From an optimization exercise on the open Yosys and OpenROAD flow, aimed at small area and a short achievable clock period; shortcuts taken in it are not production practice. The RTL was checked by simulation tests, not by an equivalence proof against the original design. Power and IR drop assume default switching activity.

## kv_mem_block
module kv_mem_block #(
  parameter int NUM_ENTRIES = 16,
  parameter int KEY_WIDTH   = 32,
  parameter int VALUE_WIDTH = 64
) (
  input  logic                               clk,
  input  logic                               rst_n,
  input  logic [KEY_WIDTH-1:0]               key_in,
  input  logic [VALUE_WIDTH-1:0]             value_in,
  input  logic                               select_in,
  input  logic                               write_in,
  input  logic                               delete_in,
  input  logic [NUM_ENTRIES-1:0]             idx_in,
  input  logic                               flush_in,
  output logic                               hit,
  output logic [NUM_ENTRIES-1:0]             hit_idx,
  output logic [VALUE_WIDTH-1:0]             value_out,
  output logic                               free_valid,
  output logic [NUM_ENTRIES-1:0]             free_idx,
  output logic [$clog2(NUM_ENTRIES+1)-1:0]   count,
  output logic                               busy,
  output logic                               err,
  output ctrl_types_pkg::kv_mem_state_e      dbg_state
);
Size: roughly 220 I/O pins.
Settings: LEC_CHECK=0, CAP_MARGIN=20, CORE_MARGIN=2, CORE_UTILIZATION=55, PLACE_DENSITY=0.68, SLEW_MARGIN=20, SYNTH_HIERARCHICAL=1; clock period 14.0 ns.
standard.sh (not shown) runs the stock make flow with config.mk's settings and CLKGATE_MAP_FILE= SYNTH_SCRIPT=/design/flow/synth_recipe.tcl, a recipe that flattens the netlist after the stock synthesis.
==> flow/flow/run.sh <==
#!/bin/bash
set -euo pipefail
cd "$(dirname "${BASH_SOURCE[0]}")/.."
source flow/knobs.sh
bash standard.sh "${KNOBS[@]}" finish > make_finish.log 2>&1
==> flow/flow/downsize.tcl <==
# Swap a few gate types that synthesis sized up for its fixed output load
# back to their smallest drive strength (same function and pins).
set swaps {
  sky130_fd_sc_hd__a22oi_2 sky130_fd_sc_hd__a22oi_1
  sky130_fd_sc_hd__nor3_2  sky130_fd_sc_hd__nor3_1
  sky130_fd_sc_hd__a21oi_2 sky130_fd_sc_hd__a21oi_1
  sky130_fd_sc_hd__o31ai_2 sky130_fd_sc_hd__o31ai_1
}
set n 0
foreach inst [[ord::get_db_block] getInsts] {
  set m [[$inst getMaster] getName]
  if { [dict exists $swaps $m] } {
    replace_cell [$inst getName] [dict get $swaps $m]
    incr n
  }
}
puts "downsize.tcl: resized $n instances"
==> flow/flow/knobs.sh <==
KNOBS=(
  "SETUP_SLACK_MARGIN=6"
  "BUFFER_PORTS_ARGS=-buffer_cell sky130_fd_sc_hd__buf_1"
  "CTS_ARGS=-sink_clustering_enable -repair_clock_nets -dont_use_dummy_load -sink_clustering_size 16 -sink_clustering_max_diameter 60 -buf_list {sky130_fd_sc_hd__clkbuf_4 sky130_fd_sc_hd__clkbuf_8}"
  "PRE_FLOORPLAN_TCL=$PWD/flow/downsize.tcl"
)
==> next run, changes <==
--- a/flow/design.v
+++ b/flow/design.v
@@ -35,19 +35,16 @@
   assign y = ~(a & b & c & d);
 endmodule
 module kv_g_nor2 (input logic a, b, output logic y);
   assign y = ~(a | b);
 endmodule
 module kv_g_nor3 (input logic a, b, c, output logic y);
   assign y = ~(a | b | c);
 endmodule
-module kv_g_nor4 (input logic a, b, c, d, output logic y);
-  assign y = ~(a | b | c | d);
-endmodule
 module kv_g_or2 (input logic a, b, output logic y);
   assign y = a | b;
 endmodule
 module kv_g_o21ai (input logic a1, a2, b1, output logic y);
   assign y = ~((a1 | a2) & b1);
 endmodule
 module kv_g_o31ai (input logic a1, a2, a3, b1, output logic y);
   assign y = ~((a1 | a2 | a3) & b1);
@@ -88,17 +85,16 @@
   parameter int W = 64
 ) (
   input  logic [15:0]     m_in,        
   input  logic [15:0]     mn_in,       
   input  logic [15:0]     isel_n_in,   
   input  logic            key_dis_in,
   input  logic [16*W-1:0] data_in,
   output logic [15:0]     sel_out,
-  output logic            hit_out,     
   output logic [W-1:0]    data_out
 );
   localparam int NS = 4;         
   localparam int SW = W / NS;    
   logic [3:0]  any_g;      
   logic [3:0]  blk_g;      
   logic [15:0] loc_n;      
   logic        kd_a0_n, a1_a2_n;
@@ -119,27 +115,16 @@
     kv_g_nand2 u_l1 (.a(m_in[4*g+1]), .b(mn_in[4*g]), .y(loc_n[4*g+1]));
     kv_g_nand3 u_l2 (.a(m_in[4*g+2]), .b(mn_in[4*g]), .c(mn_in[4*g+1]), .y(loc_n[4*g+2]));
     kv_g_nand4 u_l3 (.a(m_in[4*g+3]), .b(mn_in[4*g]), .c(mn_in[4*g+1]), .d(mn_in[4*g+2]),
                      .y(loc_n[4*g+3]));
   end
   for (genvar i = 0; i < 16; i++) begin : g_sel
     kv_g_o21ai u_s (.a1(loc_n[i]), .a2(blk_g[i/4]), .b1(isel_n_in[i]), .y(sel_out[i]));
   end
-  logic anym_n;
-  logic [3:0] isel_any4;
-  logic isel_none;
-  kv_g_nor4 u_am (.a(any_g[0]), .b(any_g[1]), .c(any_g[2]), .d(any_g[3]), .y(anym_n));
-  for (genvar g = 0; g < 4; g++) begin : g_isa
-    kv_g_nand4 u_i (.a(isel_n_in[4*g]), .b(isel_n_in[4*g+1]), .c(isel_n_in[4*g+2]),
-                    .d(isel_n_in[4*g+3]), .y(isel_any4[g]));
-  end
-  kv_g_nor4  u_in (.a(isel_any4[0]), .b(isel_any4[1]), .c(isel_any4[2]), .d(isel_any4[3]),
-                   .y(isel_none));
-  kv_g_o21ai u_hit (.a1(key_dis_in), .a2(anym_n), .b1(isel_none), .y(hit_out));
   logic kd_n;
   kv_g_inv u_kdn (.a(key_dis_in), .y(kd_n));
   logic [16*NS-1:0] lsel;      
   logic [4*NS-1:0]  gate;      
   for (genvar s = 0; s < NS; s++) begin : g_slice
     for (genvar i = 0; i < 16; i++) begin : g_cell
       kv_g_o21ai u_l (.a1(loc_n[i]), .a2(key_dis_in), .b1(isel_n_in[i]), .y(lsel[i*NS+s]));
     end
@@ -240,49 +225,34 @@
                   ((grp_any[0] & !grp_any[1] & !grp_any[2] & !grp_any[3]) |
                    (!grp_any[0] & grp_any[1] & !grp_any[2] & !grp_any[3]) |
                    (!grp_any[0] & !grp_any[1] & grp_any[2] & !grp_any[3]) |
                    (!grp_any[0] & !grp_any[1] & !grp_any[2] & grp_any[3]));
   assign idx_valid = idx_in & valid_q;
   logic                   key_dis;
   logic [NUM_ENTRIES-1:0] isel_n;
   assign key_dis = state_q | select_in;
-  logic [3:0]             nz_lo, nz_hi_n, nz_grp, zo_grp;
-  logic [NUM_ENTRIES-1:0] lz, ve;
-  assign ve = valid_q & {NUM_ENTRIES{!state_q && select_in}};
-  for (genvar g = 0; g < 4; g++) begin : g_idx_grp
-    kv_g_nor2  u_z0 (.a(idx_in[4*g]),   .b(idx_in[4*g+1]), .y(nz_lo[g]));
-    kv_g_nor2  u_z1 (.a(idx_in[4*g+2]), .b(idx_in[4*g+3]), .y(nz_hi_n[g]));
-    kv_g_nand2 u_nz (.a(nz_lo[g]), .b(nz_hi_n[g]), .y(nz_grp[g]));
-    kv_g_nor3  u_zo (.a(nz_grp[(g+1)%4]), .b(nz_grp[(g+2)%4]), .c(nz_grp[(g+3)%4]),
-                     .y(zo_grp[g]));
-    for (genvar p = 0; p < 4; p++) begin : g_idx_cell
-      kv_g_nor3  u_lz (.a(idx_in[4*g+(p+1)%4]), .b(idx_in[4*g+(p+2)%4]),
-                       .c(idx_in[4*g+(p+3)%4]), .y(lz[4*g+p]));
-      kv_g_nand4 u_is (.a(idx_in[4*g+p]), .b(lz[4*g+p]), .c(zo_grp[g]), .d(ve[4*g+p]),
-                       .y(isel_n[4*g+p]));
-    end
-  end
+  assign isel_n  = ~({NUM_ENTRIES{!state_q && select_in && idx_ok}} & idx_valid);
   logic [NUM_ENTRIES*VALUE_WIDTH-1:0] val_flat;
   always_comb begin
     for (int i = 0; i < NUM_ENTRIES; i++) begin
       val_flat[i*VALUE_WIDTH +: VALUE_WIDTH] = val_q[i];
     end
   end
   kv_lookup #(.W(VALUE_WIDTH)) u_lookup (
     .m_in      (match),
     .mn_in     (match_n),
     .isel_n_in (isel_n),
     .key_dis_in(key_dis),
     .data_in   (val_flat),
     .sel_out   (acc_idx),
-    .hit_out   (hit),
     .data_out  (value_out)
   );
   assign key_hit_idx = acc_idx;
+  assign hit        = |acc_idx;
   assign hit_idx    = acc_idx;
   assign free_idx   = free_vec;
   assign free_valid = any_free;
   assign count      = count_q;
   assign busy       = state_q;
   assign dbg_state  = ctrl_types_pkg::kv_mem_state_e'(state_q);
   assign err        = err_q;
   logic                   idle_cmd;
After rerunning:
- The changed run passed the timing, DRC and antenna checks
- final cell count drops by 3.0%
- die area barely changes
- worst setup slack loses 0.28 ns
- final area drops by 2.9%
- maximum frequency drops by 3.3%
- clock power barely changes

---

kv_mem_block, a different RTL version from the one above (not shown whole).
==> flow/design.v (excerpt) <==
module kv_mem_block #(
  parameter int NUM_ENTRIES = 16,
  parameter int KEY_WIDTH   = 32,
  parameter int VALUE_WIDTH = 64
) (
  input  logic                               clk,
  input  logic                               rst_n,
  input  logic [KEY_WIDTH-1:0]               key_in,
  input  logic [VALUE_WIDTH-1:0]             value_in,
  input  logic                               select_in,
  input  logic                               write_in,
  input  logic                               delete_in,
  input  logic [NUM_ENTRIES-1:0]             idx_in,
  input  logic                               flush_in,
  output logic                               hit,
  output logic [NUM_ENTRIES-1:0]             hit_idx,
  output logic [VALUE_WIDTH-1:0]             value_out,
  output logic                               free_valid,
  output logic [NUM_ENTRIES-1:0]             free_idx,
  output logic [$clog2(NUM_ENTRIES+1)-1:0]   count,
  output logic                               busy,
  output logic                               err,
  output ctrl_types_pkg::kv_mem_state_e      dbg_state
);
  localparam int CW = $clog2(NUM_ENTRIES + 1);
  localparam int PW = $clog2(NUM_ENTRIES);
  logic                   state_q;
  logic [PW-1:0]          ptr_q;
  logic [NUM_ENTRIES-1:0] valid_q;
  logic [KEY_WIDTH-1:0]   key_q [NUM_ENTRIES];
  logic [VALUE_WIDTH-1:0] val_q [NUM_ENTRIES];
  logic [CW-1:0]          count_q;
  logic                   err_q;
  logic [NUM_ENTRIES-1:0] match;
  logic [NUM_ENTRIES-1:0] key_hit_idx;
  logic [NUM_ENTRIES-1:0] free_vec;
  logic [NUM_ENTRIES-1:0] idx_valid;
  logic [NUM_ENTRIES-1:0] acc_idx;
  logic                   key_hit;
  logic                   idx_ok;
  logic                   any_free;
  logic [NUM_ENTRIES-1:0] match_n;
  logic [NUM_ENTRIES-1:0] valid_n;
  assign valid_n = ~valid_q;
  for (genvar i = 0; i < NUM_ENTRIES; i++) begin : g_cmp
    kv_key_cmp u_cmp (
      .valid_n_in (valid_n[i]),
      .key_a_in   (key_q[i]),
      .key_b_in   (key_in),
      .match_out  (match[i]),
      .match_n_out(match_n[i])
    );
  end
  kv_prio_onehot #(.WIDTH(NUM_ENTRIES)) u_free_sel (
    .req_in  (~valid_q),
    .gnt_out (free_vec)
  );
  assign key_hit   = |match;
  assign any_free  = ~&valid_q;
  logic [3:0] grp_any, grp_multi;
  always_comb begin
  ...
==> module kv_lookup, before the edit <==
module kv_lookup #(
  parameter int W = 64
) (
  input  logic [15:0]     m_in,        
  input  logic [15:0]     mn_in,       
  input  logic [15:0]     isel_n_in,   
  input  logic            key_dis_in,
  input  logic [16*W-1:0] data_in,
  output logic [15:0]     sel_out,
  output logic            hit_out,     
  output logic [W-1:0]    data_out
);
  localparam int NS = 4;         
  localparam int SW = W / NS;    
  logic [3:0]  any_g;      
  logic [3:0]  blk_g;      
  logic [15:0] loc_n;      
  logic        kd_a0_n, a1_a2_n;
  for (genvar g = 0; g < 4; g++) begin : g_any
    kv_g_nand4 u_a (.a(mn_in[4*g]), .b(mn_in[4*g+1]), .c(mn_in[4*g+2]), .d(mn_in[4*g+3]),
                    .y(any_g[g]));
  end
  logic a1_n;
  assign blk_g[0] = key_dis_in;
  kv_g_or2   u_b1  (.a(key_dis_in), .b(any_g[0]), .y(blk_g[1]));
  kv_g_nor2  u_k0  (.a(key_dis_in), .b(any_g[0]), .y(kd_a0_n));
  kv_g_inv   u_a1n (.a(any_g[1]), .y(a1_n));
  kv_g_nand2 u_b2  (.a(kd_a0_n), .b(a1_n), .y(blk_g[2]));
  kv_g_nor2  u_a12 (.a(any_g[1]), .b(any_g[2]), .y(a1_a2_n));
  kv_g_nand2 u_b3  (.a(kd_a0_n), .b(a1_a2_n), .y(blk_g[3]));
  for (genvar g = 0; g < 4; g++) begin : g_loc
    assign loc_n[4*g] = mn_in[4*g];
    kv_g_nand2 u_l1 (.a(m_in[4*g+1]), .b(mn_in[4*g]), .y(loc_n[4*g+1]));
    kv_g_nand3 u_l2 (.a(m_in[4*g+2]), .b(mn_in[4*g]), .c(mn_in[4*g+1]), .y(loc_n[4*g+2]));
    kv_g_nand4 u_l3 (.a(m_in[4*g+3]), .b(mn_in[4*g]), .c(mn_in[4*g+1]), .d(mn_in[4*g+2]),
                     .y(loc_n[4*g+3]));
  end
  for (genvar i = 0; i < 16; i++) begin : g_sel
    kv_g_o21ai u_s (.a1(loc_n[i]), .a2(blk_g[i/4]), .b1(isel_n_in[i]), .y(sel_out[i]));
  end
  logic anym_n;
  logic [3:0] isel_any4;
  logic isel_none;
  kv_g_nor4 u_am (.a(any_g[0]), .b(any_g[1]), .c(any_g[2]), .d(any_g[3]), .y(anym_n));
  for (genvar g = 0; g < 4; g++) begin : g_isa
    kv_g_nand4 u_i (.a(isel_n_in[4*g]), .b(isel_n_in[4*g+1]), .c(isel_n_in[4*g+2]),
                    .d(isel_n_in[4*g+3]), .y(isel_any4[g]));
  end
  kv_g_nor4  u_in (.a(isel_any4[0]), .b(isel_any4[1]), .c(isel_any4[2]), .d(isel_any4[3]),
                   .y(isel_none));
  kv_g_o21ai u_hit (.a1(key_dis_in), .a2(anym_n), .b1(isel_none), .y(hit_out));
  logic kd_n;
  kv_g_inv u_kdn (.a(key_dis_in), .y(kd_n));
  logic [16*NS-1:0] lsel;      
  logic [4*NS-1:0]  gate;      
  for (genvar s = 0; s < NS; s++) begin : g_slice
    logic [2:0] any_s;
    for (genvar i = 0; i < 16; i++) begin : g_cell
      kv_g_o21ai u_l (.a1(loc_n[i]), .a2(key_dis_in), .b1(isel_n_in[i]), .y(lsel[i*NS+s]));
    end
    for (genvar g = 0; g < 3; g++) begin : g_any_s
      kv_g_nand4 u_a (.a(mn_in[4*g]), .b(mn_in[4*g+1]), .c(mn_in[4*g+2]), .d(mn_in[4*g+3]),
                      .y(any_s[g]));
    end
    assign gate[0*NS+s] = 1'b1;
    kv_g_nand2 u_g1 (.a(kd_n), .b(any_s[0]), .y(gate[1*NS+s]));
    kv_g_o21ai u_g2 (.a1(any_s[0]), .a2(any_s[1]), .b1(kd_n), .y(gate[2*NS+s]));
    kv_g_o31ai u_g3 (.a1(any_s[0]), .a2(any_s[1]), .a3(any_s[2]), .b1(kd_n),
                     .y(gate[3*NS+s]));
  end
  for (genvar b = 0; b < W; b++) begin : g_bit
    localparam int S = b / SW;
    logic [7:0] pr_n;
    logic [3:0] gv;
    logic [1:0] fin_n;
    for (genvar k = 0; k < 8; k++) begin : g_pair
      kv_g_a22oi u_p (.a1(lsel[(2*k)*NS + S]),   .a2(data_in[(2*k)*W + b]),
                      .b1(lsel[(2*k+1)*NS + S]), .b2(data_in[(2*k+1)*W + b]),
                      .y(pr_n[k]));
    end
    for (genvar g = 0; g < 4; g++) begin : g_grp
      kv_g_nand2 u_v (.a(pr_n[2*g]), .b(pr_n[2*g+1]), .y(gv[g]));
    end
    kv_g_a21oi u_f0 (.a1(gv[1]), .a2(gate[1*NS+S]), .b1(gv[0]), .y(fin_n[0]));
    kv_g_a22oi u_f1 (.a1(gv[2]), .a2(gate[2*NS+S]), .b1(gv[3]), .b2(gate[3*NS+S]),
                     .y(fin_n[1]));
    kv_g_nand2 u_o  (.a(fin_n[0]), .b(fin_n[1]), .y(data_out[b]));
  end
endmodule
export LEC_CHECK = 0
export CAP_MARGIN = 10
export CORE_MARGIN = 2
export CORE_UTILIZATION = 40
export PLACE_DENSITY = 0.55
export SLEW_MARGIN = 10
export SYNTH_HIERARCHICAL = 1
create_clock -name core_clock -period 14.0 [get_ports {clk}]
==> flow/flow/knobs.sh <==
KNOBS=(
  "SETUP_SLACK_MARGIN=5.5"
  "BUFFER_PORTS_ARGS=-buffer_cell sky130_fd_sc_hd__buf_1"
  "CTS_ARGS=-sink_clustering_enable -repair_clock_nets -dont_use_dummy_load -sink_clustering_size 16 -sink_clustering_max_diameter 60 -buf_list {sky130_fd_sc_hd__clkbuf_4 sky130_fd_sc_hd__clkbuf_8}"
  "PRE_FLOORPLAN_TCL=$PWD/flow/downsize.tcl"
)
Scripts as last shown in full above: flow/flow/run.sh, flow/flow/downsize.tcl
Next try:
--- a/flow/design.v
+++ b/flow/design.v
@@ -138,22 +138,17 @@
   logic kd_n;
   kv_g_inv u_kdn (.a(key_dis_in), .y(kd_n));
   logic [16*NS-1:0] lsel;      
   logic [4*NS-1:0]  gate;      
   for (genvar s = 0; s < NS; s++) begin : g_slice
-    logic [2:0] any_s;
     for (genvar i = 0; i < 16; i++) begin : g_cell
       kv_g_o21ai u_l (.a1(loc_n[i]), .a2(key_dis_in), .b1(isel_n_in[i]), .y(lsel[i*NS+s]));
     end
-    for (genvar g = 0; g < 3; g++) begin : g_any_s
-      kv_g_nand4 u_a (.a(mn_in[4*g]), .b(mn_in[4*g+1]), .c(mn_in[4*g+2]), .d(mn_in[4*g+3]),
-                      .y(any_s[g]));
-    end
     assign gate[0*NS+s] = 1'b1;
-    kv_g_nand2 u_g1 (.a(kd_n), .b(any_s[0]), .y(gate[1*NS+s]));
-    kv_g_o21ai u_g2 (.a1(any_s[0]), .a2(any_s[1]), .b1(kd_n), .y(gate[2*NS+s]));
-    kv_g_o31ai u_g3 (.a1(any_s[0]), .a2(any_s[1]), .a3(any_s[2]), .b1(kd_n),
+    kv_g_nand2 u_g1 (.a(kd_n), .b(any_g[0]), .y(gate[1*NS+s]));
+    kv_g_o21ai u_g2 (.a1(any_g[0]), .a2(any_g[1]), .b1(kd_n), .y(gate[2*NS+s]));
+    kv_g_o31ai u_g3 (.a1(any_g[0]), .a2(any_g[1]), .a3(any_g[2]), .b1(kd_n),
                      .y(gate[3*NS+s]));
   end
   for (genvar b = 0; b < W; b++) begin : g_bit
     localparam int S = b / SW;
     logic [7:0] pr_n;
- routed wire length fell slightly
- fmax rose slightly
- register-to-register slack is worse by 0.10 ns
- global-route usage fell by 0.24 points
- power hardly moves
- combinational power fell by a few percent
- via count fell slightly
- cell count fell slightly
- clock power is about the same
- worst hold slack is better by 0.0031 ns
- non-clock buffer count fell by 29
- die area hardly moves

==> afterwards: timing with drivers on the ports <==
No port has a modelled driver above. Below, the same layouts with a new extraction and two added sets of constraints.
Step 1 (the two cells are an assumption about what drives the block):
set clk [get_ports {clk}]
set_driving_cell -lib_cell sky130_fd_sc_hd__clkbuf_16 $clk
set_driving_cell -lib_cell sky130_fd_sc_hd__buf_2 [delete_from_list [all_inputs] $clk]
Step 2 also shifts input and output timing later by t, the mid clock arrival at the registers, as if the neighbouring blocks saw the same clock.
a / b / c = no drivers / after step 1 / after step 2; a / b = the first two.
run | t (ns) | setup WS [ns] | worst setup path after step 2 | worst data-port slew with drivers (ns) | pins driven straight from the clock port
the first run of note 1 | 0.859 | 5.542 / 5.423 / 5.423 | input to output | 0.21 | 1
the second run of note 1 | 0.864 | 5.258 / 5.230 / 5.230 | input to output | 0.21 | 1
the first run of note 2 | 0.968 | 5.434 / 5.357 / 5.357 | input to output | 0.23 | 1
the second run of note 2 | 0.942 | 5.469 / 5.447 / 5.447 | input to output | 0.20 | 1
After both steps every run listed still meets setup and hold. The setup slack of the first run of note 1, which loses most, moves by -0.119 ns with the drivers and by -0.119 ns with both steps.
